Context: an optimization exercise on an open-source flow, tuned for small area. The choices shown serve that exercise and are no tape-out recipe. In this exercise RTL edits were held to simulation tests only and were not proved equivalent to the original. Power figures rest on the tool's default switching activity, not on a simulated workload.

## the reference run
==> flow/design.v (excerpt) <==
module menu_show_top (
    input  wire         sys_clk,
    input  wire         sys_rst_n,
    input  wire         init_done,
    input  wire         show_char_done,
    input  wire         is_pressed,
    input  wire   [3:0] keyboard_data,
    input  wire   [1:0] scale,
    output wire         show_char_flag,
    output wire menu_pkg::glyph_t ascii_num,
    output wire menu_pkg::coord_t start_x,
    output wire menu_pkg::coord_t start_y,
    output wire menu_pkg::color_t background_color,
    output wire menu_pkg::color_t front_color
);
For scale: ~31 flip-flops, ~70 I/O pins, ~3900 sq um of cells after synthesis.
export LEC_CHECK = 0
export CAP_MARGIN = 20
export CORE_MARGIN = 2
export CORE_UTILIZATION = 40
export SLEW_MARGIN = 20
create_clock -name core_clock -period 10.0 [get_ports {sys_clk}]
standard.sh (not shown) runs the stock make flow with config.mk's settings and CLKGATE_MAP_FILE= SYNTH_SCRIPT=/design/flow/synth_recipe.tcl, a recipe that flattens the netlist after the stock synthesis.
==> flow/flow/run.sh <==
#!/bin/bash
set -euo pipefail
W=$(pwd)
EXTRA="SYNTH_SCRIPT=$W/flow/synth.tcl SKIP_REPAIR_TIE_FANOUT=1 GPL_KEEP_OVERFLOW=0"
EXTRA="$EXTRA 'BUFFER_PORTS_ARGS=-buffer_cell sky130_fd_sc_hd__buf_1'"
EXTRA="$EXTRA 'CTS_ARGS=-buf_list sky130_fd_sc_hd__clkbuf_4 -root_buf sky130_fd_sc_hd__clkbuf_4 -sink_clustering_enable -dont_use_dummy_load -repair_clock_nets'"
sed "s|SYNTH_SCRIPT=[^ ]*|$EXTRA|" standard.sh > my_standard.sh
grep -q "SYNTH_SCRIPT=$W/flow/synth.tcl" my_standard.sh
bash my_standard.sh > flow.log 2>&1
==> flow/flow/area.abc <==
strash
&get -n
&deepsyn -T 30
&put
dch -f
amap
==> flow/flow/synth.tcl <==
# synth_recipe.tcl with ORFS's synth.tcl, except that ABC runs flow/area.abc
# and the half/full adder extraction (extract_fa) is skipped, so that ABC
# maps all of the logic.
proc synth {args} { yosys synth -nofsm -noshare {*}$args }
set my_dir [file dirname [file normalize [info script]]]
set fh [open $::env(SCRIPTS_DIR)/synth.tcl r]
set src [read $fh]
close $fh
set old {log_cmd abc {*}$abc_args}
if { [string first $old $src] < 0 } { error "synth.tcl: ABC call not found" }
set new "log_cmd abc -script $my_dir/area.abc {*}\$lib_args {*}\$lib_dont_use_args"
set src [string map [list $old $new] $src]
set old_fa {extract_fa {*}[dont_use_extract_fa_args]}
if { [string first $old_fa $src] < 0 } { error "synth.tcl: extract_fa call not found" }
set src [string map [list $old_fa {}] $src]
eval $src
# left out here: clear keep_hierarchy, flatten, clean up, hide names made inside functions, write 1_2_yosys.v
The reference run finished end to end and its layout was clean on timing, DRC and antenna.
> inputs changed (the reference run -> the trial run)
--- a/flow/design.v
+++ b/flow/design.v
@@ -490,21 +490,21 @@
     logic [3:0] state;
     logic [1:0] song;        
     logic [6:0] pos;         
     logic [2:0] expected;    
     logic [6:0] song_last;
     logic       note_slot;
     logic       disp_read;
     logic [6:0] rom_addr;
     logic [2:0] rom_q;
     assign note_slot = (cur_r == 3'd7) && cur_c[0] && (cur_c >= 5'd3);
-    assign disp_read = note_slot && (step_q || state[3:2] == 2'b11);    
+    assign disp_read = note_slot && (step_q || state == ST_HOLD1);
     assign rom_addr  = pos + (disp_read ? {3'd0, cur_c[4:1]} : 7'd1);
     assign rom_q     = rom_note(song, rom_addr);
     always_comb begin
         case (song)
             2'd0:    song_last = 7'd86 - 7'd1;
             2'd1:    song_last = 7'd112 - 7'd1;
             2'd2:    song_last = 7'd73 - 7'd1;
             default: song_last = 7'd97 - 7'd1;
         endcase
     end
@@ -512,42 +512,49 @@
         if (!disp_read) begin
             expected <= rom_q;
         end
     end
     always_ff @(posedge sys_clk or negedge sys_rst_n) begin
         if (!sys_rst_n) begin
             state <= ST_IDLE;
             song  <= 2'd0;
             pos   <= 7'd0;
         end else if (init_done) begin
-            casez (state)
-                4'b0000: state <= is_pressed ? ST_PRESSED : ST_IDLE;
-                4'b0001: begin                           
+            case (state)
+                ST_IDLE:    state <= is_pressed ? ST_PRESSED : ST_IDLE;
+                ST_PRESSED: begin
                     if (keyboard_data == {1'b0, expected}) state <= ST_J_ADV;
                     else if (keyboard_data == 4'hF) state <= ST_J_PREV;
                     else if (keyboard_data == 4'hE) state <= ST_J_NEXT;
                     else state <= ST_J_HOLD;
                 end
-                4'b0010: state <= ST_ADVANCE;            
-                4'b0011: state <= ST_HOLD;               
-                4'b010?: state <= {3'b100, state[0]};    
-                4'b100?: state <= {3'b101, state[0]};    
-                4'b0110: begin                           
+                ST_J_ADV:   state <= ST_ADVANCE;
+                ST_J_PREV:  state <= ST_S_PREV;
+                ST_J_NEXT:  state <= ST_S_NEXT;
+                ST_S_PREV:  state <= ST_L_PREV;
+                ST_S_NEXT:  state <= ST_L_NEXT;
+                ST_ADVANCE: begin
                     pos   <= (pos == song_last) ? 7'd0 : pos + 7'd1;
                     state <= ST_HOLD1;
                 end
-                4'b101?: begin                           
-                    song  <= state[0] ? song + 2'd1 : song - 2'd1;
+                ST_L_PREV: begin
+                    song  <= song - 2'd1;
                     pos   <= 7'd0;
                     state <= ST_HOLD1;
                 end
-                default: state <= is_pressed ? ST_HOLD : ST_IDLE;    
+                ST_L_NEXT: begin
+                    song  <= song + 2'd1;
+                    pos   <= 7'd0;
+                    state <= ST_HOLD1;
+                end
+                ST_J_HOLD:  state <= ST_HOLD;
+                default:    state <= is_pressed ? ST_HOLD : ST_IDLE;
             endcase
         end
     end
     logic [1:0] row_idx;
     logic       key_hit;
     always_comb begin
         row_idx = (cur_r == 3'd2) ? 2'd0 : (cur_r == 3'd3) ? 2'd1 : 2'd2;
         key_hit = is_pressed && keyboard_data >= 4'd1 && keyboard_data <= 4'd7 &&
                   cur_c >= 5'd4 && cur_c <= 5'd17 &&
                   {1'b0, cur_c[4:1]} - 5'd1 == {1'b0, keyboard_data};
--- outcome ---
The sequential-to-total area share from yosys stat of the reference run and that of the trial run are within noise of each other.
Relative to the reference run, the smallest setup slack after layout of the trial run is lower by 0.36 ns.
Looking at utilization of the core after routing, the trial run sits 1.1 points below the reference run.
Relative to the reference run, worst-case vdd ir drop increased by 1.9% in the trial run.
Of the two candidates, the reference run has the better design area and the trial run the worse one.
Diff the reference run -> the trial run | area after synthesis | increase of 0.55%
Cmp the trial run vs the reference run: internal power consumption higher in the trial run

==> what the ideal ports hide <==
The flow's constraints put no driver on any port. The routed layouts listed below were extracted and timed again, unchanged, in two steps.
Step 1, drivers: a clkbuf_16 drives sys_clk and a buf_2 each remaining input, both assumed.
Step 2, shift: input delay + t, output delay - t, t = (earliest + latest rising clock arrival at the registers) / 2. This alone moves slack from input paths to output paths.
a / b / c = ideal ports / drivers / drivers and shift; a / b = the first two.
run	t (ns)	setup slack, ns	worst setup path at the end
the reference run	0.354	1.992 / 1.992 / 1.992	register to register
the trial run	0.348	1.628 / 1.628 / 1.628	register to register
After both steps every run listed still meets setup and hold.
